From an optimization exercise on the open Yosys and OpenROAD flow, aimed at small area, a short achievable clock period and few clock cycles per item; shortcuts taken in it are not production practice. Only simulation tests tie the RTL to the original design; equivalence was not proved.

## flow/design.v (module list and top-level ports; edited modules follow where they fit)
// module lfo_div: 38 lines
// module lfo_mac3: 175 lines
// module lfo_mac2: 305 lines
// module lfo_mac1: 549 lines
// module lfo_wave_generator: 402 lines
module lfo_wave_generator #(
  parameter int MAX_PERIOD = lfo_pkg::MaxPeriodDef,
  parameter int LEVEL_BITS = lfo_pkg::LevelBitsDef
) (
  input  logic                        clk_i,
  input  logic                        rst_ni,
  input  logic                        cfg_we_i,
  input  logic [0:0]                  cfg_idx_i,
  input  logic [12:0]                 cfg_data_i,
  input  logic                        in_valid_i,
  output logic                        in_ready_o,
  input  logic                        restart_i,
  output logic                        out_valid_o,
  input  logic                        out_ready_i,
  output logic [LEVEL_BITS-1:0]       level_o,
  output logic [$clog2(MAX_PERIOD)-1:0] position_o
);
  // ...
==> flow/run.sh <==
#!/bin/bash
# synth_recipe.tcl (not shown) runs the flow's synth.tcl, then flattens the netlist and writes it again
# the make line also repeats each setting of config.mk as NAME=value (left out here)
make -C /OpenROAD-flow-scripts/flow DESIGN_CONFIG=/design/flow/config.mk WORK_HOME=/design/flow/orfs CLKGATE_MAP_FILE= SYNTH_SCRIPT=/design/flow/synth_recipe.tcl finish
==> flow/config.mk <==
export PLATFORM = sky130hd
export DESIGN_NAME = lfo_wave_generator
export DESIGN_NICKNAME = lfo_wave_generator
export VERILOG_FILES = /design/flow/design.v
export SDC_FILE = /design/flow/constraint.sdc
export NUM_CORES = 4
export LEC_CHECK = 0
export CAP_MARGIN = 20
export CORE_MARGIN = 2
export CORE_UTILIZATION = 40
export SETUP_SLACK_MARGIN = 5
export SLEW_MARGIN = 20
==> flow/constraint.sdc <==
create_clock -name core_clock -period 11.0 [get_ports {clk_i}]
set_input_delay 2.2000 -clock core_clock [delete_from_list [all_inputs] [get_ports {clk_i}]]
set_output_delay 2.2000 -clock core_clock [all_outputs]
set_load 0.01 [all_outputs]
==> flow_summary.json, run 1 <==
{
  "start_util": 0.4037,
  "ys.flop_type": "edfxtp_1",
  "crit_end": "sl_acc_q[31]$_SDFF_PP0_",
  "ant_nets": 0,
  "hp-class": "flip-flop to flip-flop",
  "drc": 0,
  "track_usage": 0.2654,
  "root_buffer": "clkbuf_16",
  "yosysSeqAreaShare": 0.2561,
  "synth_fa_ha_area_frac": 0.2017,
  "reg2reg_to": "sl_acc_q[31]$_SDFF_PP0_",
  "busiest_layer": "met2",
  "nFlopsAndLatches": 620,
  "met3_usage": 0.03552,
  "dp_cells": 10160,
  "wl_per_cell_microns": 23.30,
  "multi_input_area_sq_mm": 0.05021,
  "synth.avg_cell_area_sq_um": 8.585,
  "finalSetupTns_ns": 0,
  "fp.coreArea_sq_mm": 0.1742,
  "path_depth": 30,
  "io_buffers": 49,
  "grt_antenna_before_repair": 6,
  "outcome": "timing/DRC/antenna clean",
  "gp_congestion": 0.9674,
  "synth_top_family_by_area": "compound AO/OA/AOI/OAI gates",
  "hold_viol": 0,
  "top_regs": "sl_acc_q x35, sl_b_q x33",
  "end_kind": "flip-flop",
  "cp-start-kind": "flip-flop",
  "syn_area_sq_mm": 0.07032,
  "synth_xor_area_frac": 0.09765,
  "cts_setup_buffers": 150,
  "final-clk-cell-share": 0.03320,
  "fin_area_sq_mm": 0.08053,
  "met1_length_mm": 99.31,
  "timing.final.ws_setup_ns": 4.869,
  "dr.max_layer_used": "met5",
  "yosysTopAreaCellShare": 0.2297,
  "reg2regPathDepth": 30
}
Testbench counts, summed over its fixed seeds: cycles 2,840, items 1,818.
==> module lfo_wave_generator, before the edit <==
module lfo_wave_generator #(
  parameter int MAX_PERIOD = lfo_pkg::MaxPeriodDef,
  parameter int LEVEL_BITS = lfo_pkg::LevelBitsDef
) (
  input  logic                        clk_i,
  input  logic                        rst_ni,
  input  logic                        cfg_we_i,
  input  logic [0:0]                  cfg_idx_i,
  input  logic [12:0]                 cfg_data_i,
  input  logic                        in_valid_i,
  output logic                        in_ready_o,
  input  logic                        restart_i,
  output logic                        out_valid_o,
  input  logic                        out_ready_i,
  output logic [LEVEL_BITS-1:0]       level_o,
  output logic [$clog2(MAX_PERIOD)-1:0] position_o
);
  localparam logic [30:0] One = lfo_pkg::One;
  logic        wave_q;
  logic [12:0] per_q;
  logic [12:0] per_wr;
  always_comb begin
    if (cfg_data_i == 13'd0) per_wr = 13'd1;
    else if (cfg_data_i > 13'd4096) per_wr = 13'd4096;
    else per_wr = cfg_data_i;
  end
  always_ff @(posedge clk_i or negedge rst_ni) begin
    if (!rst_ni) begin
      wave_q <= 1'b0;
      per_q  <= lfo_pkg::PeriodRst;
    end else if (cfg_we_i) begin
      if (cfg_idx_i == 1'b0) wave_q <= cfg_data_i[0];
      else per_q <= per_wr;
    end
  end
  logic [11:0] pos_q;
  logic        dirty_q;           
  logic        take;
  logic        pos_ge;
  logic [12:0] pos_p1;
  logic [11:0] nx_pos, nx_zero, tick_i;
  logic        rs_eff;
  assign pos_ge  = {1'b0, pos_q} >= per_q;
  assign pos_p1  = {1'b0, pos_q} + 13'd1;
  assign nx_pos  = (pos_p1 >= per_q) ? 12'd0 : pos_p1[11:0];
  assign nx_zero = (per_q == 13'd1) ? 12'd0 : 12'd1;
  assign rs_eff  = restart_i | pos_ge;
  assign tick_i  = rs_eff ? 12'd0 : pos_q;
  logic        tv_q, sv_q;
  logic [11:0] si_q;
  logic [11:0] ti_q;
  logic        launch, wsel, wlaunch, start, t_go, adv;
  assign in_ready_o = !sv_q & !(dirty_q & tv_q);
  assign take       = in_valid_i & in_ready_o;
  always_ff @(posedge clk_i or negedge rst_ni) begin
    if (!rst_ni) begin
      pos_q   <= '0;
      dirty_q <= 1'b1;
    end else begin
      if (take) pos_q <= rs_eff ? nx_zero : nx_pos;
      if (wlaunch) dirty_q <= 1'b0;
      else if (cfg_we_i) dirty_q <= 1'b1;
      else if (launch) dirty_q <= 1'b0;
    end
  end
  logic [31:0] acc_q, inc_q;
  logic [11:0] rem_q, rinc_q;
  logic [12:0] pd_q;              
  logic        md_q;              
  logic [12:0] den_q;             
  logic [14:0] den3_q;
  logic        div_busy_q;
  logic [2:0]  div_cnt_q;
  logic [11:0] hd;
  assign hd = pd_q[12:1];
  logic [11:0] src_i, ci, ht, hmt;
  logic [12:0] src_p, cp, den0;
  logic        src_w;
  logic [11:0] remA0, remB0;
  logic [31:0] numA0, numB0;
  always_comb begin
    src_p = per_q;
    src_w = wsel ? 1'b0 : wave_q;
    src_i = pos_ge ? 12'd0 : pos_q;
    cp    = wsel ? cfg_data_i : per_q;
    ci    = ({1'b0, pos_q} >= cp) ? 12'd0 : pos_q;
    ht    = src_p[12:1];
    hmt   = (src_i <= ht) ? ht - src_i : src_i - ht;
    if (!src_w) begin
      remA0 = ci;
      numA0 = {20'd0, cp[12:1]};
      remB0 = 12'd1;
      numB0 = '0;
      den0  = cp;
    end else begin
      remA0 = {1'b0, hmt[11:1]};
      numA0 = {hmt[0], 4'd0, ht[11:1], 16'd0};
      remB0 = 12'd0;
      numB0 = {16'h8000, 16'd0};
      den0  = {1'b0, ht};
    end
  end
  logic [11:0] remA1, remB1;
  logic [31:0] numA1, numB1;
  lfo_div u_div_a (.rem_i(rem_q), .num_i(acc_q), .den_i(den_q), .den3_i(den3_q),
                   .rem_o(remA1), .num_o(numA1));
  lfo_div u_div_b (.rem_i(rinc_q), .num_i(inc_q), .den_i(den_q), .den3_i(den3_q),
                   .rem_o(remB1), .num_o(numB1));
  logic [31:0] a_sel, incx, sum0, sum1, acc_n;
  logic [11:0] r_sel, rem_n;
  logic        tri_up, cin;
  logic [12:0] s_add;
  logic [13:0] rmd, dmr, d_add, d_sub, d_sub2;
  logic        cy, bw;
  always_comb begin
    if (ti_q == 12'd0) begin
      a_sel = md_q ? 32'h0000_8000 : 32'd0;
      r_sel = md_q ? {1'b0, hd[11:1]} : hd;
    end else begin
      a_sel = acc_q;
      r_sel = rem_q;
    end
    tri_up = md_q & (ti_q < hd);
    rmd    = {2'b0, rinc_q} - {1'b0, den_q};
    dmr    = {1'b0, den_q} - {2'b0, rinc_q};
    s_add  = {1'b0, r_sel} + {1'b0, rinc_q};
    d_add  = {2'b0, r_sel} + rmd;
    d_sub  = {2'b0, r_sel} - {2'b0, rinc_q};
    d_sub2 = {2'b0, r_sel} + dmr;
    cy     = !d_add[13];
    bw     = d_sub[13];
    incx   = tri_up ? ~inc_q : inc_q;
    cin    = tri_up ? !bw : cy;
    sum0   = a_sel + incx;
    sum1   = a_sel + incx + 32'd1;
    acc_n  = cin ? sum1 : sum0;
    if (tri_up) rem_n = bw ? d_sub2[11:0] : d_sub[11:0];
    else rem_n = cy ? d_add[11:0] : s_add[11:0];
  end
  assign launch  = dirty_q & !sv_q & (!tv_q | t_go);
  assign wsel    = cfg_we_i & cfg_idx_i[0] & !wave_q & !in_valid_i
                   & (cfg_data_i != 13'd0) & (cfg_data_i <= 13'd4096);
  assign wlaunch = wsel & !sv_q & (!tv_q | t_go);
  assign start   = launch | wlaunch;
  assign t_go    = tv_q & !div_busy_q & adv;
  always_ff @(posedge clk_i or negedge rst_ni) begin
    if (!rst_ni) begin
      tv_q       <= 1'b0;
      sv_q       <= 1'b0;
      div_busy_q <= 1'b0;
      div_cnt_q  <= '0;
    end else begin
      if (!tv_q || t_go) begin
        tv_q <= sv_q | take;
        sv_q <= 1'b0;
      end else if (take) begin
        sv_q <= 1'b1;
      end
      if (start) begin
        div_busy_q <= 1'b1;
        div_cnt_q  <= src_w ? 3'd3 : 3'd7;
      end else if (div_busy_q) begin
        div_cnt_q <= div_cnt_q - 3'd1;
        if (div_cnt_q == 3'd0) div_busy_q <= 1'b0;
      end
    end
  end
  always_ff @(posedge clk_i) begin
    if (!tv_q || t_go) ti_q <= sv_q ? si_q : tick_i;
    else if (take) si_q <= tick_i;
    if (start) begin
      pd_q   <= src_w ? src_p : cp;
      md_q   <= src_w;
      den_q  <= den0;
      den3_q <= {2'b0, den0} + {1'b0, den0, 1'b0};
      acc_q  <= numA0;
      rem_q  <= remA0;
      inc_q  <= numB0;
      rinc_q <= remB0;
    end else if (div_busy_q) begin
      acc_q  <= numA1;
      rem_q  <= remA1;
      inc_q  <= numB1;
      rinc_q <= remB1;
    end else if (t_go) begin
      acc_q <= acc_n;
      rem_q <= rem_n;
    end
  end
  logic        v1_q, v2_q, v3_q, v4_q;
  logic        m1_q, m2_q, m3_q, m4_q;
  logic        z1_q, z2_q, z3_q, z4_q;   
  logic [31:0] x1_q;
  logic [7:0]  k3_q;
  logic [15:0] k2_q;
  logic [22:0] k1_q;
  logic [30:0] k0_q;
  logic [1:0]  q2_q, q3_q, q4_q;
  logic        f3_q;              
  logic [29:0] u2_q, u3_q;
  logic [16:0] w2_q;
  logic [23:0] w1_q;
  logic [54:21] ca4_q, cb4_q;     
  logic [5:0]  j0, j2, j3;
  logic [29:0] up1;
  logic [23:0] bv1, bv2, bv3;
  logic [16:0] w2_n;
  logic [23:0] w1_n;
  logic [54:21] ca_n, cb_n;
  assign j0  = a_sel[30] ? ~a_sel[29:24] : a_sel[29:24];
  assign up1 = x1_q[30] ? ~x1_q[29:0] : x1_q[29:0];
  assign bv1 = {~up1[23], up1[22:0]};
  assign bv2 = {~u2_q[23], u2_q[22:0]};
  assign bv3 = {~u3_q[23], u3_q[22:0]};
  assign j2  = u2_q[29:24] ^ {6{q2_q[0]}};
  assign j3  = u3_q[29:24] ^ {6{q3_q[0]}};
  lfo_mac3 u_mac3 (.a({1'b0, k3_q}), .b(bv1[23:13]), .k(k2_q), .y(w2_n));
  lfo_mac2 u_mac2 (.a(w2_q), .b(bv2[23:8]), .k(k1_q), .y(w1_n));
  lfo_mac1 u_mac1 (.a(w1_q), .b(bv3), .k(k0_q), .f(f3_q), .y0(ca_n), .y1(cb_n));
  logic [54:21] c4s;
  logic [31:0] v4;
  logic [15:0] r4;
  logic        amb4;
  logic        slow_done_q;
  logic [32:0] sl_b_q;            
  logic [15:0] lvl4;
  logic        slow_stall, push;
  logic        o0v_q;
  logic [15:0] o0l_q;
  logic [11:0] o0p_q;
  always_comb begin
    c4s  = ca4_q + cb4_q;
    v4   = c4s[53:22];
    r4   = v4[15:0];
    amb4 = (r4 <= 16'(lfo_pkg::AmbLo)) || (r4 >= 16'(lfo_pkg::AmbHi));
    lvl4 = (m4_q || slow_done_q) ? sl_b_q[15:0] : v4[31:16];
  end
  assign slow_stall = v4_q & !m4_q & amb4 & !slow_done_q;
  assign adv        = (!o0v_q | out_ready_i) & !slow_stall;
  assign push       = v4_q & adv;
  always_ff @(posedge clk_i or negedge rst_ni) begin
    if (!rst_ni) begin
      v1_q <= 1'b0;
      v2_q <= 1'b0;
      v3_q <= 1'b0;
      v4_q <= 1'b0;
    end else if (adv) begin
      v1_q <= t_go;
      v2_q <= v1_q;
      v3_q <= v2_q;
      v4_q <= v3_q;
    end
  end
  always_ff @(posedge clk_i) begin
    if (adv) begin
      m1_q <= md_q;
      z1_q <= (ti_q == 12'd0);
      x1_q <= a_sel;
      k3_q <= lfo_pkg::rom_q3(j0);
      k2_q <= lfo_pkg::rom_q2(j0);
      m2_q <= m1_q;
      z2_q <= z1_q;
      q2_q <= x1_q[31:30];
      u2_q <= m1_q ? {14'd0, x1_q[15:0]} : {x1_q[29:24], up1[23:0]};
      w2_q <= w2_n;
      k1_q <= lfo_pkg::rom_q1(up1[29:24]);
      m3_q <= m2_q;
      z3_q <= z2_q;
      q3_q <= q2_q;
      f3_q <= q2_q[1] ^ q2_q[0];
      u3_q <= u2_q;
      w1_q <= w1_n;
      k0_q <= lfo_pkg::rom_q0(j2);
      m4_q <= m3_q;
      z4_q <= z3_q;
      q4_q <= q3_q;
      ca4_q <= ca_n;
      cb4_q <= cb_n;
    end
  end
  always_ff @(posedge clk_i or negedge rst_ni) begin
    if (!rst_ni) begin
      o0v_q <= 1'b0;
    end else if (!o0v_q || out_ready_i) begin
      o0v_q <= push;
    end
  end
  always_ff @(posedge clk_i) begin
    if (adv) begin
      o0l_q <= lvl4;
      if (push) o0p_q <= z4_q ? 12'd0 : o0p_q + 12'd1;
    end
  end
  assign out_valid_o = o0v_q;
  assign level_o     = o0l_q;
  assign position_o  = o0p_q;
  logic [2:0]  sl_ph_q;           
  logic [4:0]  sl_cnt_q;
  logic [3:0]  sl_k_q;
  logic [31:0] sl_a_q;
  logic [34:0] sl_acc_q;
  logic [34:0] sl_aop;
  logic [37:0] sl_p1, sl_p2, sl_p4, sl_s1, sl_c1, sl_s2, sl_c2, sl_sum;
  logic [30:0] sl_term, sl_t, sl_u;
  logic [31:0] sl_v;
  logic [5:0]  sl_sh;
  logic [4:0]  sl_n;              
  logic [1:0]  sl_pad;            
  logic [32:0] sl_rc;
  always_comb begin
    sl_u  = {1'b0, j3, u3_q[23:0]} + {30'd0, q3_q[0]};
    sl_rc = lfo_pkg::horner_recip((sl_ph_q == 3'd4) ? sl_k_q : 4'd0);
    sl_sh = lfo_pkg::horner_shift(sl_ph_q[2] | (sl_ph_q == 3'd3) ? sl_k_q : 4'd0);
    case (sl_sh)
      6'd41:   begin sl_n = 5'd14; sl_pad = 2'd1; end
      6'd40:   begin sl_n = 5'd14; sl_pad = 2'd2; end
      6'd39:   begin sl_n = 5'd13; sl_pad = 2'd0; end
      6'd38:   begin sl_n = 5'd13; sl_pad = 2'd1; end
      6'd37:   begin sl_n = 5'd13; sl_pad = 2'd2; end
      6'd36:   begin sl_n = 5'd12; sl_pad = 2'd0; end
      default: begin sl_n = 5'd11; sl_pad = 2'd0; end
    endcase
    case (sl_ph_q)
      3'd1:    sl_aop = {1'b0, lfo_pkg::TwoPi, 1'b0};
      3'd2:    sl_aop = {sl_a_q[31:0], 3'b0};
      3'd3:    sl_aop = {sl_a_q[31:0], 3'b0};
      default: sl_aop = {2'b0, sl_rc} << sl_pad;
    endcase
    sl_p1  = sl_b_q[0] ? {3'b0, sl_aop} : 38'd0;
    sl_p2  = sl_b_q[1] ? {2'b0, sl_aop, 1'b0} : 38'd0;
    sl_p4  = sl_b_q[2] ? {1'b0, sl_aop, 2'b0} : 38'd0;
    sl_s1  = {3'b0, sl_acc_q} ^ sl_p1 ^ sl_p2;
    sl_c1  = ({3'b0, sl_acc_q} & sl_p1) | ({3'b0, sl_acc_q} & sl_p2) | (sl_p1 & sl_p2);
    sl_s2  = sl_s1 ^ {sl_c1[36:0], 1'b0} ^ sl_p4;
    sl_c2  = (sl_s1 & {sl_c1[36:0], 1'b0}) | (sl_s1 & sl_p4) | ({sl_c1[36:0], 1'b0} & sl_p4);
    sl_sum = sl_s2 + {sl_c2[36:0], 1'b0};
    sl_term = (sl_acc_q > 35'(One)) ? One : sl_acc_q[30:0];
    sl_t    = One - sl_term;
    sl_v    = ((q4_q[1] ^ q4_q[0]) ? {1'b0, sl_term} : ~{1'b0, sl_term})
              + ((q4_q[1] ^ q4_q[0]) ? 32'h0000_8000 : 32'h8000_8001);
  end
  always_ff @(posedge clk_i or negedge rst_ni) begin
    if (!rst_ni) begin
      sl_ph_q     <= 3'd0;
      slow_done_q <= 1'b0;
    end else begin
      if (adv) slow_done_q <= 1'b0;
      if (sl_ph_q == 3'd0) begin
        if (slow_stall) sl_ph_q <= 3'd1;
      end else if (sl_cnt_q == 5'd0) begin
        case (sl_ph_q)
          3'd1:    sl_ph_q <= 3'd2;
          3'd2:    sl_ph_q <= 3'd3;
          3'd3:    sl_ph_q <= 3'd4;
          default: begin
            if (sl_k_q == 4'd1) begin
              sl_ph_q     <= 3'd0;
              slow_done_q <= 1'b1;
            end else begin
              sl_ph_q <= 3'd3;
            end
          end
        endcase
      end
    end
  end
  always_ff @(posedge clk_i) begin
    if (sl_ph_q == 3'd0) begin
      sl_acc_q <= '0;
      sl_cnt_q <= 5'd11;
      if (adv) sl_b_q <= {2'b0, sl_u};
    end else if (sl_cnt_q != 5'd0) begin
      sl_acc_q <= sl_sum[37:3];
      sl_b_q   <= {3'b0, sl_b_q[32:3]};
      sl_cnt_q <= sl_cnt_q - 5'd1;
    end else begin
      sl_acc_q <= '0;
      case (sl_ph_q)
        3'd1: begin
          sl_a_q   <= sl_acc_q[31:0];
          sl_b_q   <= sl_acc_q[32:0];
          sl_cnt_q <= 5'd11;
        end
        3'd2: begin
          sl_a_q   <= sl_acc_q[31:0];
          sl_k_q   <= 4'd9;
          sl_b_q   <= {2'b0, One};
          sl_cnt_q <= 5'd11;
        end
        3'd3: begin
          sl_b_q   <= sl_acc_q[32:0];
          sl_cnt_q <= sl_n;
        end
        default: begin
          sl_k_q   <= sl_k_q - 4'd1;
          sl_b_q   <= (sl_k_q == 4'd1) ? {17'd0, sl_v[31:16]} : {2'b0, sl_t};
          sl_cnt_q <= 5'd11;
        end
      endcase
    end
  end
endmodule
==> run 2: changes to the inputs <==
--- a/flow/design.v
+++ b/flow/design.v
@@ -1468,31 +1468,31 @@
   logic [2:0]  div_cnt_q;
   logic [11:0] hd;
   assign hd = pd_q[12:1];
-  logic [11:0] src_i, ci, ht, hmt;
-  logic [12:0] src_p, cp, den0;
-  logic        src_w;
+  logic [11:0] ci, ch, hmt;
+  logic [12:0] cp, den0;
+  logic [12:0] dhp;
+  logic        ige;
   logic [11:0] remA0, remB0;
   logic [31:0] numA0, numB0;
   always_comb begin
-    src_p = per_q;
-    src_w = wsel ? 1'b0 : wave_q;
-    src_i = pos_ge ? 12'd0 : pos_q;
-    cp    = wsel ? cfg_data_i : per_q;
-    ci    = ({1'b0, pos_q} >= cp) ? 12'd0 : pos_q;
-    ht    = src_p[12:1];
-    hmt   = (src_i <= ht) ? ht - src_i : src_i - ht;
-    if (!src_w) begin
+    cp   = wsel ? cfg_data_i : per_q;
+    ch   = cp[12:1];
+    ige  = {1'b0, pos_q} >= cp;
+    ci   = ige ? 12'd0 : pos_q;
+    dhp  = {1'b0, ch} - {1'b0, pos_q};
+    hmt  = ige ? ch : (dhp[12] ? 12'(pos_q - ch) : dhp[11:0]);
+    if (!wave_q) begin
       remA0 = ci;
-      numA0 = {20'd0, cp[12:1]};
+      numA0 = {20'd0, ch};
       remB0 = 12'd1;
       numB0 = '0;
       den0  = cp;
     end else begin
       remA0 = {1'b0, hmt[11:1]};
-      numA0 = {hmt[0], 4'd0, ht[11:1], 16'd0};
+      numA0 = {hmt[0], 4'd0, ch[11:1], 16'd0};
       remB0 = 12'd0;
       numB0 = {16'h8000, 16'd0};
-      den0  = {1'b0, ht};
+      den0  = {1'b0, ch};
     end
   end
   logic [11:0] remA1, remB1;
@@ -1533,9 +1533,9 @@
     else rem_n = cy ? d_add[11:0] : s_add[11:0];
   end
   assign launch  = dirty_q & !sv_q & (!tv_q | t_go);
-  assign wsel    = cfg_we_i & cfg_idx_i[0] & !wave_q & !in_valid_i
-                   & (cfg_data_i != 13'd0) & (cfg_data_i <= 13'd4096);
-  assign wlaunch = wsel & !sv_q & (!tv_q | t_go);
+  assign wsel    = cfg_we_i & cfg_idx_i[0] & !in_valid_i;
+  assign wlaunch = wsel & (cfg_data_i != 13'd0) & (cfg_data_i <= 13'd4096)
+                   & !sv_q & (!tv_q | t_go);
   assign start   = launch | wlaunch;
   assign t_go    = tv_q & !div_busy_q & adv;
   always_ff @(posedge clk_i or negedge rst_ni) begin
@@ -1553,7 +1553,7 @@
       end
       if (start) begin
         div_busy_q <= 1'b1;
-        div_cnt_q  <= src_w ? 3'd3 : 3'd7;
+        div_cnt_q  <= wave_q ? 3'd3 : 3'd7;
       end else if (div_busy_q) begin
         div_cnt_q <= div_cnt_q - 3'd1;
         if (div_cnt_q == 3'd0) div_busy_q <= 1'b0;
@@ -1564,8 +1564,8 @@
     if (!tv_q || t_go) ti_q <= sv_q ? si_q : tick_i;
     else if (take) si_q <= tick_i;
     if (start) begin
-      pd_q   <= src_w ? src_p : cp;
-      md_q   <= src_w;
+      pd_q   <= cp;
+      md_q   <= wave_q;
       den_q  <= den0;
       den3_q <= {2'b0, den0} + {1'b0, den0, 1'b0};
       acc_q  <= numA0;
@@ -1693,43 +1693,29 @@
   logic [4:0]  sl_cnt_q;
   logic [3:0]  sl_k_q;
   logic [31:0] sl_a_q;
-  logic [34:0] sl_acc_q;
-  logic [34:0] sl_aop;
-  logic [37:0] sl_p1, sl_p2, sl_p4, sl_s1, sl_c1, sl_s2, sl_c2, sl_sum;
+  logic [33:0] sl_acc_q;
+  logic [33:0] sl_aop;
+  logic [35:0] sl_p1, sl_p2, sl_cs, sl_cc, sl_sum;
   logic [30:0] sl_term, sl_t, sl_u;
   logic [31:0] sl_v;
   logic [5:0]  sl_sh;
-  logic [4:0]  sl_n;              
-  logic [1:0]  sl_pad;            
   logic [32:0] sl_rc;
   always_comb begin
     sl_u  = {1'b0, j3, u3_q[23:0]} + {30'd0, q3_q[0]};
     sl_rc = lfo_pkg::horner_recip((sl_ph_q == 3'd4) ? sl_k_q : 4'd0);
     sl_sh = lfo_pkg::horner_shift(sl_ph_q[2] | (sl_ph_q == 3'd3) ? sl_k_q : 4'd0);
-    case (sl_sh)
-      6'd41:   begin sl_n = 5'd14; sl_pad = 2'd1; end
-      6'd40:   begin sl_n = 5'd14; sl_pad = 2'd2; end
-      6'd39:   begin sl_n = 5'd13; sl_pad = 2'd0; end
-      6'd38:   begin sl_n = 5'd13; sl_pad = 2'd1; end
-      6'd37:   begin sl_n = 5'd13; sl_pad = 2'd2; end
-      6'd36:   begin sl_n = 5'd12; sl_pad = 2'd0; end
-      default: begin sl_n = 5'd11; sl_pad = 2'd0; end
-    endcase
     case (sl_ph_q)
-      3'd1:    sl_aop = {1'b0, lfo_pkg::TwoPi, 1'b0};
-      3'd2:    sl_aop = {sl_a_q[31:0], 3'b0};
-      3'd3:    sl_aop = {sl_a_q[31:0], 3'b0};
-      default: sl_aop = {2'b0, sl_rc} << sl_pad;
+      3'd1:    sl_aop = {1'b0, lfo_pkg::TwoPi};
+      3'd2:    sl_aop = {sl_a_q[31:0], 2'b0};
+      3'd3:    sl_aop = {sl_a_q[31:0], 2'b0};
+      default: sl_aop = sl_sh[0] ? {sl_rc, 1'b0} : {1'b0, sl_rc};
     endcase
-    sl_p1  = sl_b_q[0] ? {3'b0, sl_aop} : 38'd0;
-    sl_p2  = sl_b_q[1] ? {2'b0, sl_aop, 1'b0} : 38'd0;
-    sl_p4  = sl_b_q[2] ? {1'b0, sl_aop, 2'b0} : 38'd0;
-    sl_s1  = {3'b0, sl_acc_q} ^ sl_p1 ^ sl_p2;
-    sl_c1  = ({3'b0, sl_acc_q} & sl_p1) | ({3'b0, sl_acc_q} & sl_p2) | (sl_p1 & sl_p2);
-    sl_s2  = sl_s1 ^ {sl_c1[36:0], 1'b0} ^ sl_p4;
-    sl_c2  = (sl_s1 & {sl_c1[36:0], 1'b0}) | (sl_s1 & sl_p4) | ({sl_c1[36:0], 1'b0} & sl_p4);
-    sl_sum = sl_s2 + {sl_c2[36:0], 1'b0};
-    sl_term = (sl_acc_q > 35'(One)) ? One : sl_acc_q[30:0];
+    sl_p1  = sl_b_q[0] ? {2'b0, sl_aop} : 36'd0;
+    sl_p2  = sl_b_q[1] ? {1'b0, sl_aop, 1'b0} : 36'd0;
+    sl_cs  = {2'b0, sl_acc_q} ^ sl_p1 ^ sl_p2;
+    sl_cc  = ({2'b0, sl_acc_q} & sl_p1) | ({2'b0, sl_acc_q} & sl_p2) | (sl_p1 & sl_p2);
+    sl_sum = sl_cs + {sl_cc[34:0], 1'b0};
+    sl_term = (sl_acc_q > 34'(One)) ? One : sl_acc_q[30:0];
     sl_t    = One - sl_term;
     sl_v    = ((q4_q[1] ^ q4_q[0]) ? {1'b0, sl_term} : ~{1'b0, sl_term})
               + ((q4_q[1] ^ q4_q[0]) ? 32'h0000_8000 : 32'h8000_8001);
@@ -1762,11 +1748,11 @@
   always_ff @(posedge clk_i) begin
     if (sl_ph_q == 3'd0) begin
       sl_acc_q <= '0;
-      sl_cnt_q <= 5'd11;
+      sl_cnt_q <= 5'd16;
       if (adv) sl_b_q <= {2'b0, sl_u};
     end else if (sl_cnt_q != 5'd0) begin
-      sl_acc_q <= sl_sum[37:3];
-      sl_b_q   <= {3'b0, sl_b_q[32:3]};
+      sl_acc_q <= sl_sum[35:2];
+      sl_b_q   <= {2'b0, sl_b_q[32:2]};
       sl_cnt_q <= sl_cnt_q - 5'd1;
     end else begin
       sl_acc_q <= '0;
@@ -1774,22 +1760,22 @@
         3'd1: begin
           sl_a_q   <= sl_acc_q[31:0];
           sl_b_q   <= sl_acc_q[32:0];
-          sl_cnt_q <= 5'd11;
+          sl_cnt_q <= 5'd16;
         end
         3'd2: begin
           sl_a_q   <= sl_acc_q[31:0];
           sl_k_q   <= 4'd9;
           sl_b_q   <= {2'b0, One};
-          sl_cnt_q <= 5'd11;
+          sl_cnt_q <= 5'd16;
         end
         3'd3: begin
           sl_b_q   <= sl_acc_q[32:0];
-          sl_cnt_q <= sl_n;
+          sl_cnt_q <= 5'((sl_sh + 6'd1) >> 1);
         end
         default: begin
           sl_k_q   <= sl_k_q - 4'd1;
           sl_b_q   <= (sl_k_q == 4'd1) ? {17'd0, sl_v[31:16]} : {2'b0, sl_t};
-          sl_cnt_q <= 5'd11;
+          sl_cnt_q <= 5'd16;
         end
       endcase
     end
==> run 2 against run 1 <==
Against the previous run:
- critical path type unchanged
- final cell count down 2.3%
- fmax up 4.3%
- non-clock buffer count down 108
- via count down 2.3%
- sequential cell count down 1
- still clean on timing, DRC and antenna
- clock-buffer cell count down 4
==> flow_summary.json, run 2 <==
{
  "syn_inst": 8044,
  "wl_per_cell_microns": 23.19,
  "io_buffers": 49,
  "largest_reg_flops": 34,
  "cts-buffers-inserted": 80,
  "slew_viol_final": 0,
  "ys.flop_type": "edfxtp_1",
  "drc": 0,
  "grt_overflow": 0,
  "r2r_slack_ns": 5.12,
  "drt-vias-per-instance": 5.974,
  "clock_latency_ns": 0.73,
  "synth-warning-count": 5,
  "setup_viol": 0,
  "drive_above_1_share": 0.09446,
  "cts_tree": "built",
  "end_kind": "flip-flop",
  "synth_edf_count": 538,
  "gp_congestion": 0.9607,
  "slowest_stage": "fa_1",
  "ys_top_cells_by_count": "nor2_1 (722), inv_1 (655), nand2_1 (626), ha_1 (539), edfxtp_1 (538)",
  "final_common_cell": "nor2_1",
  "min_period_over_period": 0.5341,
  "arrival_ns": 6.34,
  "top_regs": "sl_acc_q x34, sl_b_q x33",
  "htree_levels": 3,
  "cts_buffer_depth": 3,
  "hpwl_mm": 176.4,
  "synth_area_leaders": "edfxtp_1 (23%), ha_1 (9.7%), fa_1 (9.7%)",
  "worst_path_most_repeated_cell": "fa_1",
  "mostFrequentLayoutCells": "nor2_1 (704), inv_1 (641), nand2_1 (616), edfxtp_1 (538), ha_1 (531)",
  "synth.distinct_cells": 98,
  "cp-start-kind": "flip-flop",
  "die_w_microns": 420.2,
  "maxCapViolations": 0,
  "fp.coreArea_sq_mm": 0.1719,
  "grt_max_degree": 161,
  "start_util": 0.4029,
  "fp-row-count": 152,
  "grt_antenna_before_repair": 2,
  "critPathMaxFanout": 4,
  "fin_area_sq_mm": 0.07766,
  "synth.avg_cell_area_sq_um": 8.612,
  "clock-sinks": 619,
  "area_delta_synth_final_pct": 12.10,
  "yosysTopAreaCellShare": 0.2332,
  "drt-total-wl_mm": 240.4,
  "grt_setup_unrepaired": "false",
  "synth_nets": 8938,
  "fillers": 16850,
  "outcome": "timing/DRC/antenna clean",
  "crit_type": "flip-flop to flip-flop",
  "slew_headroom": 0.2339,
  "clock.fmax_ghz": 0.1702,
  "async_reset_ff_frac": 0.06785,
  "drt_iter0_drc": 6047,
  "first_pass_iters": 9,
  "nets": 8884,
  "pin_count": 50,
  "syn_area_sq_mm": 0.06928,
  "die_h_microns": 420.2,
  "synth_top_area_cell": "edfxtp_1",
  "root_buffer": "clkbuf_16",
  "finalSetupTns_ns": 0,
  "synth_most_common_cell": "nor2_1",
  "ant_nets": 0,
  "hold_viol": 0,
  "synth_seq_cells": 619,
  "yosysSeqAreaShare": 0.2597,
  "cts.clk_slew.worst_paths_ns": 0.06,
  "placed_area_sq_mm": 0.07210,
  "period_minus_slack_ns": 5.876,
  "die_area_sq_mm": 0.1765,
  "hp-class": "flip-flop to flip-flop",
  "regMostFlops": "sl_acc_q",
  "track_usage": 0.2641,
  "tightest_slew_ns": 1.145,
  "grt_pass1_vias": 60030,
  "cpPeakStageDelay_ns": 0.55,
  "vias": 61940,
  "path_cells": "buf_4, buf_4, xor2_1, a22oi_1, o21ai_1, ha_1, inv_1, fa_1, fa_1, inv_1, fa_1, fa_1, ha_4, nor3_4, o2111ai_2, a211oi_2, a211o_1, a311oi_2, o41ai_2, nand2b_1, a21oi_2, o21bai_1, buf_4, xor2_1",
  "crit_required_ns": 11.46,
  "grt_pass1_wl_mm": 361.9,
  "finClkSkew_ns": 0.03153
}
## run 2: changes by cell type after synthesis, moves of 29 or more
cell / delta
nor2b_1: +34
o21ai_0: -66
nor3_1: +53
and2_1: -91
fa_1: -35
nand2_1: -29
## run 2: critical path, delay by kind of cell (launching register included)
family	cells	cell delay (ns)
compound gates	9	1.60
buf+inv	5	0.59
fa+ha+maj	6	2.35
flops	1	0.47
simple gates	2	0.33
xor+xnor	2	0.26
## run 2: stage by stage
step	worst slack, ns	utilization	hold slack, ns	cells
after floorplan	2.462	-	0.4003	8044
after global placement	3.390	0.4193	0.4044	10020
after detailed placement	3.319	0.4193	0.4045	10020
after CTS	4.893	0.4421	0.4187	10250
after global routing	4.948	0.4517	0.4240	10370
final	5.124	0.4517	0.4190	10370
## run 2: area by class of cell
cell class,count,area (sq um),area share
multi-input cells,6259,48460,0.6240
flip-flops and latches,619,17990,0.2317
repair buffers,367,3123,0.04021
well taps,2310,2890,0.03722
inverters,663,2536,0.03266
clock buffers,95,2078,0.02676
clock inverters,53,574.3,0.007395
diodes,2,5.005,0.00006444
## run 2: worst paths after layout
path / from / cells past startpoint / endpoint
max: u2_q[13]$_DFFE_PP_ / 24 / w1_q[22]$_DFFE_PP_
max reg2reg: u2_q[13]$_DFFE_PP_ / 24 / w1_q[22]$_DFFE_PP_
min: m3_q$_DFFE_PP_ / 0 / m4_q$_DFFE_PP_
min reg2reg: m3_q$_DFFE_PP_ / 0 / m4_q$_DFFE_PP_
max in group asynchronous: rst_ni / 2 / sl_ph_q[2]$_DFFE_PN0P_
min in group asynchronous: rst_ni / 2 / pos_q[3]$_DFFE_PN0P_
## run 2: cell families (layout without fill, tap and decap cells)
logic type / count (synthesis) / count (layout) / synth area share
xor gates and xnor gates: 779 / 779 / 0.09849
buffers and inverters: 1171 / 1178 / 0.06381
adders and majority gates: 874 / 874 / 0.1942
DFF: 619 / 619 / 0.2597
muxes: 122 / 122 / 0.01844
other: 0 / 2 / 0
and+or+nand+nor: 2226 / 2230 / 0.1483
AOI/OAI and AO/OA: 2253 / 2254 / 0.2171
## run 2: what timing repair did
item,4_1_cts,5_1_grt
endpoints found under the setup margin,102,78
hold buffers,0,0
resized for setup,136,142
setup buffers,73,116
gates cloned,4,3
endpoints found under the hold margin,0,0
pin swaps,15,42
## run 2: metal layers
layer,GRT usage,share of wire
met5,0,0
met4,0.1459,0.065
met3,0.03350,0.061
met2,0.4447,0.47
met1,0.3274,0.40
Testbench counts of run 2, summed over its fixed seeds: cycles 2,901, items 1,818.
==> run 3: changes to the inputs <==
--- a/flow/config.mk
+++ b/flow/config.mk
@@ -7,6 +7,6 @@
 export LEC_CHECK = 0
 export CAP_MARGIN = 20
 export CORE_MARGIN = 2
-export CORE_UTILIZATION = 40
+export CORE_UTILIZATION = 55
 export SETUP_SLACK_MARGIN = 5
 export SLEW_MARGIN = 20
==> run 3 against run 2 <==
Against the previous run:
- wire length decreased by 0.30%
- final cell count decreased by 6.3%
- first-iteration DRC count increased by 19%
- critical path type unchanged
==> flow_summary.json, run 3 <==
{
  "outcome": "timing/DRC/antenna clean",
  "maxCapViolations": 0,
  "grt_pass1_wl_mm": 361.6,
  "vias": 62890,
  "crit_required_ns": 11.43,
  "root_buffer": "clkbuf_16",
  "fillers": 11020,
  "synth.distinct_cells": 98,
  "die_area_sq_mm": 0.1288,
  "track_usage": 0.3590,
  "synth_seq_cells": 619,
  "mostFrequentLayoutCells": "nor2_1 (702), inv_1 (644), nand2_1 (614), edfxtp_1 (538), ha_1 (535)",
  "min_period_over_period": 0.5346,
  "drt_iter0_drc": 7205,
  "clock_latency_ns": 0.70,
  "synth_edf_count": 538,
  "tightest_slew_ns": 1.146,
  "die_w_microns": 358.9,
  "drc": 0,
  "synth_area_leaders": "edfxtp_1 (23%), ha_1 (9.7%), fa_1 (9.7%)",
  "end_kind": "flip-flop",
  "regMostFlops": "sl_acc_q",
  "finalSetupTns_ns": 0,
  "arrival_ns": 6.31,
  "nets": 8897,
  "slowest_stage": "o41ai_4",
  "hold_viol": 0,
  "placed_area_sq_mm": 0.07127,
  "synth_top_area_cell": "edfxtp_1",
  "pin_count": 50,
  "period_minus_slack_ns": 5.880,
  "fp.coreArea_sq_mm": 0.1252,
  "yosysSeqAreaShare": 0.2597,
  "cpPeakStageDelay_ns": 0.48,
  "grt_setup_unrepaired": "true",
  "ys_top_cells_by_count": "nor2_1 (722), inv_1 (655), nand2_1 (626), ha_1 (539), edfxtp_1 (538)",
  "grt_overflow": 0,
  "slew_headroom": 0.2332,
  "cts.clk_slew.worst_paths_ns": 0.06,
  "synth-warning-count": 5,
  "drt-total-wl_mm": 239.7,
  "final_common_cell": "nor2_1",
  "synth.avg_cell_area_sq_um": 8.612,
  "clock.fmax_ghz": 0.1701,
  "fin_area_sq_mm": 0.07688,
  "synth_most_common_cell": "nor2_1",
  "largest_reg_flops": 34,
  "drt-vias-per-instance": 6.471,
  "path_cells": "clkinvlp_4, buf_4, ha_1, nor2b_1, o31a_1, o211ai_1, o22ai_2, o41ai_4, o22a_4, buf_4, mux2_2, ha_1, o21a_1, o21ai_1, a21oi_1, a311o_1, nor3_2, o31a_1, nor2_4, a221o_1, a311oi_2, o22ai_1",
  "hpwl_mm": 175.5,
  "syn_area_sq_mm": 0.06928,
  "start_util": 0.5531,
  "fp-row-count": 130,
  "die_h_microns": 358.9,
  "yosysTopAreaCellShare": 0.2332,
  "drive_above_1_share": 0.09433,
  "finClkSkew_ns": 0.03927,
  "grt_antenna_before_repair": 5,
  "ys.flop_type": "edfxtp_1",
  "clock-sinks": 619,
  "first_pass_iters": 6,
  "grt_max_degree": 168,
  "synth_nets": 8938,
  "cts_buffer_depth": 3,
  "async_reset_ff_frac": 0.06785,
  "hp-class": "flip-flop to flip-flop",
  "syn_inst": 8044,
  "area_delta_synth_final_pct": 10.97,
  "critPathMaxFanout": 8,
  "setup_viol": 0,
  "wl_per_cell_microns": 24.66,
  "crit_type": "flip-flop to flip-flop",
  "top_regs": "sl_acc_q x34, sl_b_q x33",
  "ant_nets": 0,
  "grt_pass1_vias": 59360,
  "slew_viol_final": 0,
  "gp_congestion": 0.9960,
  "cts_tree": "built",
  "cts-buffers-inserted": 78,
  "htree_levels": 3,
  "cp-start-kind": "flip-flop",
  "io_buffers": 49
}
[run 3: layout make-up]
type | count | area (sq um) | area share
diodes | 2 | 5.005 | 0.00006510
clock buffers | 92 | 2107 | 0.02741
clock inverters | 52 | 560.5 | 0.007291
inverters | 663 | 2529 | 0.03289
multi-input cells | 6259 | 48310 | 0.6285
flip-flops and latches | 619 | 17990 | 0.2340
well taps | 1650 | 2064 | 0.02685
repair buffers | 382 | 3304 | 0.04298
[run 3: what timing repair did]
item,CTS,global route
hold buffers,0,0
pin swaps,17,42
setup buffers,89,115
setup endpoints to repair,114,81
cloned,3,5
gates resized for setup,133,135
[run 3: worst paths after layout]
| path | depth (start not counted) | end | from | slack (ns) |
|---|---|---|---|---|
| hold reg to reg | 0 | u3_q[3]$_DFFE_PP_ | u2_q[3]$_DFFE_PP_ | 0.42 |
| max in group asynchronous | 2 | wave_q$_DFFE_PN0P_ | rst_ni | 8.70 |
| setup reg to reg | 22 | rem_q[8]$_DFFE_PP_ | den3_q[1]$_DFFE_PN_ | 5.12 |
| hold / removal | 0 | u3_q[3]$_DFFE_PP_ | u2_q[3]$_DFFE_PP_ | 0.42 |
| setup / recovery | 22 | rem_q[8]$_DFFE_PP_ | den3_q[1]$_DFFE_PN_ | 5.12 |
| min in group asynchronous | 2 | sl_ph_q[2]$_DFFE_PN0P_ | rst_ni | 1.64 |
[run 3: metrics by stage]
stage / setup slack [ns] / std cells / hold slack [ns] / utilization
2_1_floorplan: 2.462 / 8044 / 0.4003 / -
3_3_place_gp: 3.358 / 9360 / 0.4023 / 0.5689
3_5_place_dp: 3.257 / 9360 / 0.4045 / 0.5690
4_1_cts: 4.862 / 9596 / 0.4150 / 0.6014
5_1_grt: 4.952 / 9717 / 0.4225 / 0.6138
6_report: 5.120 / 9719 / 0.4173 / 0.6138
[run 3: critical path, delay by kind of cell (launching register included)]
kind                     cells  cell delay (ns)
buffers and inverters        3             0.46
adder cells (fa/ha/maj)      2             0.60
multiplexers                 1             0.39
AO/OA/AOI/OAI               13             3.37
AND/OR/NAND/NOR              3             0.39
flip-flops                   1             0.43
[run 3: logic make-up (layout without fill, tap and decap cells)]
group,after synthesis,after routing,synth area share
buffers and inverters,1171,1189,0.06381
AO/OA/AOI/OAI,2253,2255,0.2171
flip-flops,619,619,0.2597
multiplexers,122,122,0.01844
other,0,2,0
adder cells (fa/ha/maj),874,874,0.1942
AND/OR/NAND/NOR,2226,2228,0.1483
XOR/XNOR,779,780,0.09849
[run 3: layer usage]
| metal | vias up | track usage | wire length (microns) |
|---|---|---|---|
| met5 | - | 0 | 24 |
| met4 | 4 | 0.1716 | 13450 |
| met1 | 30500 | 0.4726 | 96030 |
| met2 | 3028 | 0.5790 | 110600 |
| met3 | 630 | 0.05642 | 19550 |
| li1 | 28730 | - | - |

[afterwards: timing with drivers on the ports]
The flow's constraints put no driver on any port. The routed layouts listed below were extracted and timed again, unchanged, in two steps. Step 1: set_driving_cell puts a clkbuf_16 on clk_i and a buf_2 on each other input, an assumption about the parent block. Step 2 moves the port delays by t, midway between the first and last clock arrival at a register: inputs arrive t later, outputs are due t later. That takes back most of the time a late clock gives input paths. a / b / c = no drivers / after step 1 / after step 2; a / b = the first two.
run	shift t [ns]	setup WS [ns]	worst data-port slew with drivers (ns)
run 1	0.788	4.869 / 4.869 / 4.385	0.06
run 2	0.797	5.124 / 5.124 / 4.436	0.06
run 3	0.766	5.120 / 5.120 / 4.420	0.09
After both steps setup and hold are still met in every run listed. The setup slack of run 3, which loses most, moves by 0.000 ns with the drivers and by -0.700 ns with both steps.
